Background: an optimization exercise with open tools, aiming at small area. Do not read the settings as production practice. Only simulation tests tie the RTL to the original design; equivalence was not proved. Power is estimated from default activity; no workload was simulated.

==> inputs of sierra <==
==> flow/design.v <==
package x86_exec_pkg;
  typedef logic [32-1:0] word_t;
  typedef logic [32-1:0] eflags_t;
  typedef logic [3:0]             ilen_t;
  typedef enum logic [6:0] {
    cmd_nop,
    cmd_add, cmd_adc, cmd_inc, cmd_sub, cmd_sbb, cmd_dec, cmd_cmp,
    cmd_and, cmd_test, cmd_or, cmd_xor, cmd_not,
    cmd_shl, cmd_shr, cmd_rol, cmd_ror,
    cmd_push, cmd_pop, cmd_callr, cmd_calli, cmd_ret,
    cmd_loop, cmd_loope, cmd_loopne,
    cmd_mov, cmd_lea, cmd_movsx, cmd_movzx, cmd_xchg,
    cmd_stc, cmd_clc, cmd_std, cmd_cld, cmd_lahf, cmd_sahf,
    cmd_jmp, cmd_jz, cmd_jnz, cmd_jecxz
  } cmd_e;
  typedef struct packed {
    logic df;
    logic af;
    logic cf;
    logic pf;
    logic zf;
    logic sf;
    logic of;
  } status_t;
  typedef enum logic [3:0] {
    alu_add, alu_sub, alu_and, alu_or, alu_xor,
    alu_shl, alu_shr, alu_rol, alu_ror, alu_none
  } alu_op_e;
  typedef struct packed {
    alu_op_e op;
    logic    src_inv;      
    logic    use_carry;    
    logic    keep_cf;      
    logic    no_flags;     
    logic    clear_cf_of;  
  } alu_cntl_t;
  typedef struct packed {
    cmd_e  opc;
    word_t opnd0;
    word_t opnd1;
    word_t opnd2;
    ilen_t instr_len;
    logic  ecx_is_zero;
  } exec_req_t;
  typedef struct packed {
    word_t   opnd0_w;
    word_t   opnd1_w;
    eflags_t eflags;
    word_t   next_eip;
  } exec_res_t;
endpackage
`timescale 1ns/100ps
module x86_exec_top (
  input  logic                    clk,
  input  logic                    arst_n,
  input  logic                    instr_valid,
  input  x86_exec_pkg::exec_req_t req,
  output logic                    res_valid,
  output x86_exec_pkg::exec_res_t res,
  output x86_exec_pkg::eflags_t   eflags,
  output x86_exec_pkg::word_t     eip
);
  logic [6:0]  opc;
  logic [31:0] a, b, c;
  logic [3:0]  ilen;
  logic        ecxz;
  assign opc  = req[107:101];
  assign a    = req[100:69];
  assign b    = req[68:37];
  assign c    = req[36:5];
  assign ilen = req[4:1];
  assign ecxz = req[0];
  logic        started;              
  logic        f_cf, f_pf, f_af, f_zf, f_sf, f_df, f_of;
  logic [31:0] r_eip;                
  logic [31:0] r_op0, r_op1;
  logic o_add, o_adc, o_inc, o_sub, o_sbb, o_dec, o_cmp;
  logic o_and, o_test, o_or, o_xor, o_not;
  logic o_shl, o_shr, o_rol, o_ror;
  logic o_push, o_pop, o_callr, o_calli, o_ret, o_loop, o_loope, o_loopne;
  logic o_mov, o_lea, o_movsx, o_movzx, o_xchg;
  logic o_stc, o_clc, o_std, o_cld, o_lahf, o_sahf;
  logic o_jmp, o_jz, o_jnz, o_jecxz;
  assign o_add    = opc == 7'd1;
  assign o_adc    = opc == 7'd2;
  assign o_inc    = opc == 7'd3;
  assign o_sub    = opc == 7'd4;
  assign o_sbb    = opc == 7'd5;
  assign o_dec    = opc == 7'd6;
  assign o_cmp    = opc == 7'd7;
  assign o_and    = opc == 7'd8;
  assign o_test   = opc == 7'd9;
  assign o_or     = opc == 7'd10;
  assign o_xor    = opc == 7'd11;
  assign o_not    = opc == 7'd12;
  assign o_shl    = opc == 7'd13;
  assign o_shr    = opc == 7'd14;
  assign o_rol    = opc == 7'd15;
  assign o_ror    = opc == 7'd16;
  assign o_push   = opc == 7'd17;
  assign o_pop    = opc == 7'd18;
  assign o_callr  = opc == 7'd19;
  assign o_calli  = opc == 7'd20;
  assign o_ret    = opc == 7'd21;
  assign o_loop   = opc == 7'd22;
  assign o_loope  = opc == 7'd23;
  assign o_loopne = opc == 7'd24;
  assign o_mov    = opc == 7'd25;
  assign o_lea    = opc == 7'd26;
  assign o_movsx  = opc == 7'd27;
  assign o_movzx  = opc == 7'd28;
  assign o_xchg   = opc == 7'd29;
  assign o_stc    = opc == 7'd30;
  assign o_clc    = opc == 7'd31;
  assign o_std    = opc == 7'd32;
  assign o_cld    = opc == 7'd33;
  assign o_lahf   = opc == 7'd34;
  assign o_sahf   = opc == 7'd35;
  assign o_jmp    = opc == 7'd36;
  assign o_jz     = opc == 7'd37;
  assign o_jnz    = opc == 7'd38;
  assign o_jecxz  = opc == 7'd39;
  logic is_loop, adj_sub, adj_add, is_adj;
  logic ar_add, ar_sub, is_arith, is_logic, is_shift;
  assign is_loop  = o_loop | o_loope | o_loopne;
  assign adj_sub  = o_push | o_callr | o_calli | is_loop;
  assign adj_add  = o_pop | o_ret;
  assign is_adj   = adj_sub | adj_add;
  assign ar_add   = o_add | o_adc | o_inc;
  assign ar_sub   = o_sub | o_sbb | o_dec | o_cmp;
  assign is_arith = ar_add | ar_sub;
  assign is_logic = o_and | o_test | o_or | o_xor;
  assign is_shift = o_shl | o_shr | o_rol | o_ror;
  logic [31:0] opa, opb, sum, al;
  logic [32:0] cy;   
  logic        b_is_b, b_is_c, b_inv, cin;
  logic [3:0] x;
  logic       hi, hi_b, sx, kc, m_and, m_or, cin_lo;
  assign hi = opc[4];
  assign x  = opc[3:0];
  assign hi_b   = hi & ~(x == 4'd11 | x == 4'd12);
  assign sx     = hi & (x == 4'd11);
  assign b_is_b = ~hi & ~(x == 4'd3 | x == 4'd6 | x == 4'd12);
  assign b_is_c = hi & (~x[3] | x == 4'd8);
  assign b_inv  = ~hi ? x[2] : (x[3] ? (x == 4'd8) : ((x[2] ^ x[0]) | ~(x[1] ^ x[2])));
  assign cin_lo = (x == 4'd2) ? f_cf : (x == 4'd5) ? ~f_cf : (x == 4'd3 | x == 4'd4 | x == 4'd7);
  assign cin    = hi ? b_inv : cin_lo;
  assign kc     = hi | ~x[3];
  assign m_and  = ~hi & x[3] & ~x[2] & ~x[1];
  assign m_or   = ~hi & (x == 4'd10);
  always_comb begin
    for (int i = 0; i < 32; i++) begin
      if (i < 8)
        opa[i] = hi ? b[i] : a[i];
      else
        opa[i] = (a[i] & ~hi) | (b[i] & hi_b) | (b[7] & sx);
      opb[i] = ((b[i] & b_is_b) | (c[i] & b_is_c)) ^ b_inv;
    end
  end
  logic [31:0] cg, fs, fc, pp, fin;
  logic [4:0]  bc;                   
  logic [3:0]  bp;
  logic        sum_z;
  always_comb begin
    for (int i = 0; i < 32; i++) begin
      if (i == 0)             cg[i] = cin;
      else if (i % 8 == 0)    cg[i] = 1'b0;
      else                    cg[i] = fc[i-1] & kc;
      fs[i] = opa[i] ^ opb[i] ^ cg[i];
      fc[i] = (opa[i] & opb[i]) | (opa[i] & cg[i]) | (opb[i] & cg[i]);
      if (i % 8 == 0) pp[i] = 1'b1;
      else            pp[i] = pp[i-1] & fs[i-1];
    end
    for (int k = 0; k < 4; k++) bp[k] = pp[8*k+7] & fs[8*k+7];
    sum_z = 1'b1;
    for (int k = 0; k < 4; k++) sum_z &= bc[k] ? bp[k] : ~|fs[8*k +: 8];
    bc[0] = 1'b0;
    bc[1] = fc[7] & kc;
    for (int k = 1; k < 4; k++)
      bc[k+1] = (fc[8*k+7] | (bc[k] & bp[k])) & (kc | (k == 3));
    for (int i = 0; i < 32; i++)
      fin[i] = fs[i] ^ (bc[i/8] & pp[i]);
  end
  assign sum = fin;
  assign cy[32] = bc[4];
  assign cy[4]  = fc[3];
  always_comb begin
    if (m_and)      al = fc;
    else if (m_or)  al = fin | fc;
    else            al = fin;
  end
  logic [4:0]  n, m;
  logic [31:0] r0, r1, r2, r3, r4, rot, thr, mask, sh;
  logic        sh_right, sh_left, n_nz;
  assign n        = b[4:0];
  assign n_nz     = |n;
  assign sh_right = o_shr | o_ror;
  assign sh_left  = o_shl | o_rol;
  assign m        = is_shift ? (sh_right ? (5'd0 - n) : n) : 5'd0;
  assign r0  = m[0] ? {a[30:0],  a[31]}     : a;
  assign r1  = m[1] ? {r0[29:0], r0[31:30]} : r0;
  assign r2  = m[2] ? {r1[27:0], r1[31:28]} : r1;
  assign r3  = m[3] ? {r2[23:0], r2[31:24]} : r2;
  assign r4  = m[4] ? {r3[15:0], r3[31:16]} : r3;
  assign rot = r4;
  always_comb begin
    for (int i = 0; i < 32; i++) begin
      thr[i] = (5'(i) >= n);
      mask[i] = ~(o_shl | o_shr) | (o_shl & thr[i]) | (o_shr & thr[31-i]);
    end
  end
  assign sh = rot & mask;
  logic        r_zf, r_sf, r_pf, nz;
  logic        c_cf, c_af, c_of;
  assign nz   = |al;
  assign r_zf = is_shift ? ~|sh : ~nz;
  assign r_sf = is_shift ? sh[31] : al[31];
  assign r_pf = is_shift ? ~^sh[7:0] : ~^al[7:0];
  assign c_cf = cy[32] ^ x[2];
  assign c_af = cy[4] ^ x[2];
  assign c_of = (opa[31] ~^ opb[31]) & (fin[31] ^ opa[31]);
  logic n_cf, n_pf, n_af, n_zf, n_sf, n_df, n_of;
  always_comb begin
    n_cf = f_cf; n_pf = f_pf; n_af = f_af; n_zf = f_zf;
    n_sf = f_sf; n_df = f_df; n_of = f_of;
    if (is_arith) begin
      if (!(o_inc | o_dec)) n_cf = c_cf;
      n_af = c_af;
      n_of = c_of;
      n_zf = r_zf; n_sf = r_sf; n_pf = r_pf;
    end
    if (is_logic) begin
      n_cf = 1'b0; n_af = 1'b0; n_of = 1'b0;
      n_zf = r_zf; n_sf = r_sf; n_pf = r_pf;
    end
    if (is_shift && n_nz) begin
      n_cf = sh_left ? rot[0] : rot[31];
      if (o_shl | o_shr) begin
        n_zf = r_zf; n_sf = r_sf; n_pf = r_pf;
      end
    end
    if (o_stc) n_cf = 1'b1;
    if (o_clc) n_cf = 1'b0;
    if (o_std) n_df = 1'b1;
    if (o_cld) n_df = 1'b0;
    if (o_sahf) begin
      n_sf = a[15]; n_zf = a[14]; n_af = a[12]; n_pf = a[10]; n_cf = a[8];
    end
  end
  logic [31:0] w0, w1;
  logic        w0_al;
  assign w0_al = is_arith & ~o_cmp | o_and | o_or | o_xor | o_not |
                 o_mov | o_lea | o_movsx | o_movzx | o_xchg;
  always_comb begin
    w0 = w0_al ? al : sh;
    if (o_lahf) w0[15:8] = {f_sf, f_zf, 1'b0, f_af, 1'b0, f_pf, 1'b1, f_cf};
  end
  assign w1 = is_adj ? sum : (o_xchg ? a : b);
  logic        taken;
  logic [31:0] eip_cur, eip_in, eip_nxt;
  logic [3:0]  len_v;
  always_comb begin
    taken = o_jmp | o_callr | o_calli | o_ret |
            (o_jz & f_zf) | (o_jnz & ~f_zf) | (o_jecxz & ecxz) |
            (o_loop & ~sum_z) | (o_loope & ~sum_z & f_zf) | (o_loopne & ~sum_z & ~f_zf);
  end
  assign eip_cur = {r_eip[31:13], r_eip[12] | ~started, r_eip[11:0]};
  assign eip_in  = {r_eip[31:13], r_eip[12] | (~started & instr_valid), r_eip[11:0]};
  assign len_v   = ilen & {4{instr_valid}};
  logic [32:0] ec;
  logic [31:0] es;
  always_comb begin
    ec[0] = 1'b0;
    for (int i = 0; i < 32; i++) begin
      if (i < 4) begin
        es[i]   = eip_in[i] ^ len_v[i] ^ ec[i];
        ec[i+1] = (eip_in[i] & len_v[i]) | (eip_in[i] & ec[i]) | (len_v[i] & ec[i]);
      end else begin
        es[i]   = eip_in[i] ^ ec[i];
        ec[i+1] = eip_in[i] & ec[i];
      end
    end
  end
  assign eip_nxt = (taken & instr_valid) ? a : es;
  always_ff @(posedge clk or negedge arst_n) begin
    if (!arst_n) begin
      res_valid <= 1'b0;
      started   <= 1'b0;
      r_eip     <= '0;
    end else begin
      res_valid <= instr_valid;
      started   <= started | instr_valid;
      r_eip     <= eip_nxt;
    end
  end
  always_ff @(posedge clk or negedge arst_n) begin
    if (!arst_n) begin
      f_cf <= 1'b0; f_pf <= 1'b0; f_af <= 1'b0; f_zf <= 1'b0;
      f_sf <= 1'b0; f_df <= 1'b0; f_of <= 1'b0;
      r_op0 <= '0;
      r_op1 <= '0;
    end else if (instr_valid) begin
      f_cf <= n_cf; f_pf <= n_pf; f_af <= n_af; f_zf <= n_zf;
      f_sf <= n_sf; f_df <= n_df; f_of <= n_of;
      r_op0 <= w0;
      r_op1 <= w1;
    end
  end
  logic [31:0] fl;
  assign fl = {20'd0, f_of, f_df, 2'b00, f_sf, f_zf, 1'b0, f_af, 1'b0, f_pf, 1'b1, f_cf};
  assign eflags = fl;
  assign eip    = eip_cur;
  assign res    = {r_op0, r_op1, fl[31:2], started, fl[0], r_eip};
endmodule
==> flow/flow/run.sh <==
#!/bin/bash
# Standard layout with two changes: the smallest buffer on every port, and
# an area-oriented ABC script for the combinational logic in synthesis
# (registers, flattening and renaming exactly as the standard synthesis).
set -e
here=$(pwd)
export BUFFER_PORTS_ARGS="-buffer_cell sky130_fd_sc_hd__buf_1"
export SKIP_REPAIR_TIE_FANOUT=1
# Clock tree: no dummy loads, larger sink clusters
export CTS_ARGS="-sink_clustering_enable -repair_clock_nets -dont_use_dummy_load -sink_clustering_size 50 -sink_clustering_max_diameter 300"
export MY_ABC_SCRIPT="$here/flow/abc_small.script"
sed 's|log_cmd abc {\*}$abc_args|log_cmd abc {*}[lreplace $abc_args 1 1 $::env(MY_ABC_SCRIPT)]|' \
  "$FLOW_HOME/scripts/synth.tcl" > "$here/synth_small.tcl"
grep -q 'MY_ABC_SCRIPT' "$here/synth_small.tcl"
sed "s|source \$::env(SCRIPTS_DIR)/synth.tcl|source $here/synth_small.tcl|" \
  "$here/synth_recipe.tcl" > "$here/synth_recipe_small.tcl"
grep -q 'synth_small.tcl' "$here/synth_recipe_small.tcl"
bash standard.sh SYNTH_SCRIPT="$here/synth_recipe_small.tcl" finish > standard.log 2>&1
==> flow/flow/abc_small.script <==
strash
balance
rewrite
refactor
balance
rewrite
rewrite -z
balance
refactor -z
rewrite -z
balance
&get -n
&st
&dch
&nf -R 1000
&put
topo
buffer -c
dnsize -c
==> flow/standard.sh <==
#!/bin/bash
# synth_recipe.tcl (not shown) runs the flow's synth.tcl, then flattens the netlist and writes it again
# the make line also repeats each setting of config.mk as NAME=value (left out here)
make -C /OpenROAD-flow-scripts/flow DESIGN_CONFIG=/design/flow/config.mk WORK_HOME=/design/flow/orfs CLKGATE_MAP_FILE= SYNTH_SCRIPT=/design/flow/synth_recipe.tcl "${@:-finish}"
==> flow/config.mk <==
export PLATFORM = sky130hd
export DESIGN_NAME = x86_exec_top
export DESIGN_NICKNAME = x86_exec_top
export VERILOG_FILES = /design/flow/design.v
export SDC_FILE = /design/flow/constraint.sdc
export NUM_CORES = 4
export LEC_CHECK = 0
export ABC_AREA = 1
export CAP_MARGIN = 20
export CORE_MARGIN = 2
export CORE_UTILIZATION = 65
export SLEW_MARGIN = 20
==> flow/constraint.sdc <==
create_clock -name core_clock -period 12.0 [get_ports {clk}]
set_input_delay 2.4000 -clock core_clock [delete_from_list [all_inputs] [get_ports {clk}]]
set_output_delay 2.4000 -clock core_clock [all_outputs]
set_load 0.01 [all_outputs]
==> inputs of willow, as changes to sierra <==
--- a/flow/flow/run.sh
+++ b/flow/flow/run.sh
@@ -6,8 +6,6 @@
 here=$(pwd)
 export BUFFER_PORTS_ARGS="-buffer_cell sky130_fd_sc_hd__buf_1"
 export SKIP_REPAIR_TIE_FANOUT=1
-# Clock tree: no dummy loads, larger sink clusters
-export CTS_ARGS="-sink_clustering_enable -repair_clock_nets -dont_use_dummy_load -sink_clustering_size 50 -sink_clustering_max_diameter 300"
 export MY_ABC_SCRIPT="$here/flow/abc_small.script"
 sed 's|log_cmd abc {\*}$abc_args|log_cmd abc {*}[lreplace $abc_args 1 1 $::env(MY_ABC_SCRIPT)]|' \
   "$FLOW_HOME/scripts/synth.tcl" > "$here/synth_small.tcl"
- CORE_UTILIZATION: 65 -> 75
==> inputs of violet, as changes to sierra <==
--- a/flow/flow/run.sh
+++ b/flow/flow/run.sh
@@ -6,8 +6,6 @@
 here=$(pwd)
 export BUFFER_PORTS_ARGS="-buffer_cell sky130_fd_sc_hd__buf_1"
 export SKIP_REPAIR_TIE_FANOUT=1
-# Clock tree: no dummy loads, larger sink clusters
-export CTS_ARGS="-sink_clustering_enable -repair_clock_nets -dont_use_dummy_load -sink_clustering_size 50 -sink_clustering_max_diameter 300"
 export MY_ABC_SCRIPT="$here/flow/abc_small.script"
 sed 's|log_cmd abc {\*}$abc_args|log_cmd abc {*}[lreplace $abc_args 1 1 $::env(MY_ABC_SCRIPT)]|' \
   "$FLOW_HOME/scripts/synth.tcl" > "$here/synth_small.tcl"
- CORE_UTILIZATION: 65 -> 55
- CTS_CLUSTER_DIAMETER: unset -> 120
- CTS_CLUSTER_SIZE: unset -> 40
==> summary of the runs <==
willow ran to the end with no violations. violet completed without violations. sierra produced a clean layout. Sequential power is about the same in violet and sierra. Non-clock buffer count is the same in sierra and violet. Critical path depth, lowest first: willow, sierra, violet. In violet the global-route usage is lower than in sierra, by 7.1 points. Between willow and violet, the lower count of clock-buffer cells in the layout is in willow (gap 1). In sierra the clock skew is lower than in violet, by 0.0033 ns. Sequential cell count is the same in sierra and willow. Routed wire length: sierra < violet < willow. Synthesized cell count is the same in willow and sierra.

## port drivers added, routing unchanged
No port has a modelled driver above. Below, the same layouts with a new extraction and two added sets of constraints. Step 1 sets driving cells, clkbuf_16 on the clock port and buf_2 on the other inputs (assumed; they add their load-dependent delay and slew). Step 2 also shifts input and output timing later by t, the mid clock arrival at the registers, as if the neighbouring blocks saw the same clock. a / b / c = ideal / step 1 / step 2; a / b = the first two.
run | t (ns) | setup slack, ns | clock arrival spread, ns | slew at the worst register clock pin (ns) | cell pins on the clock port's net
sierra | 0.403 | 0.592 / 0.592 / 0.188 | 0.015 / 0.015 | 0.08 / 0.08 | 1
willow | 0.420 | 0.440 / 0.433 / 0.013 | 0.012 / 0.011 | 0.08 / 0.08 | 1
violet | 0.401 | 0.770 / 0.759 / 0.357 | 0.019 / 0.019 | 0.09 / 0.09 | 1
After both steps every run listed still meets setup and hold. The setup slack of willow, which loses most, moves by -0.007 ns with the drivers and by -0.427 ns with both steps.
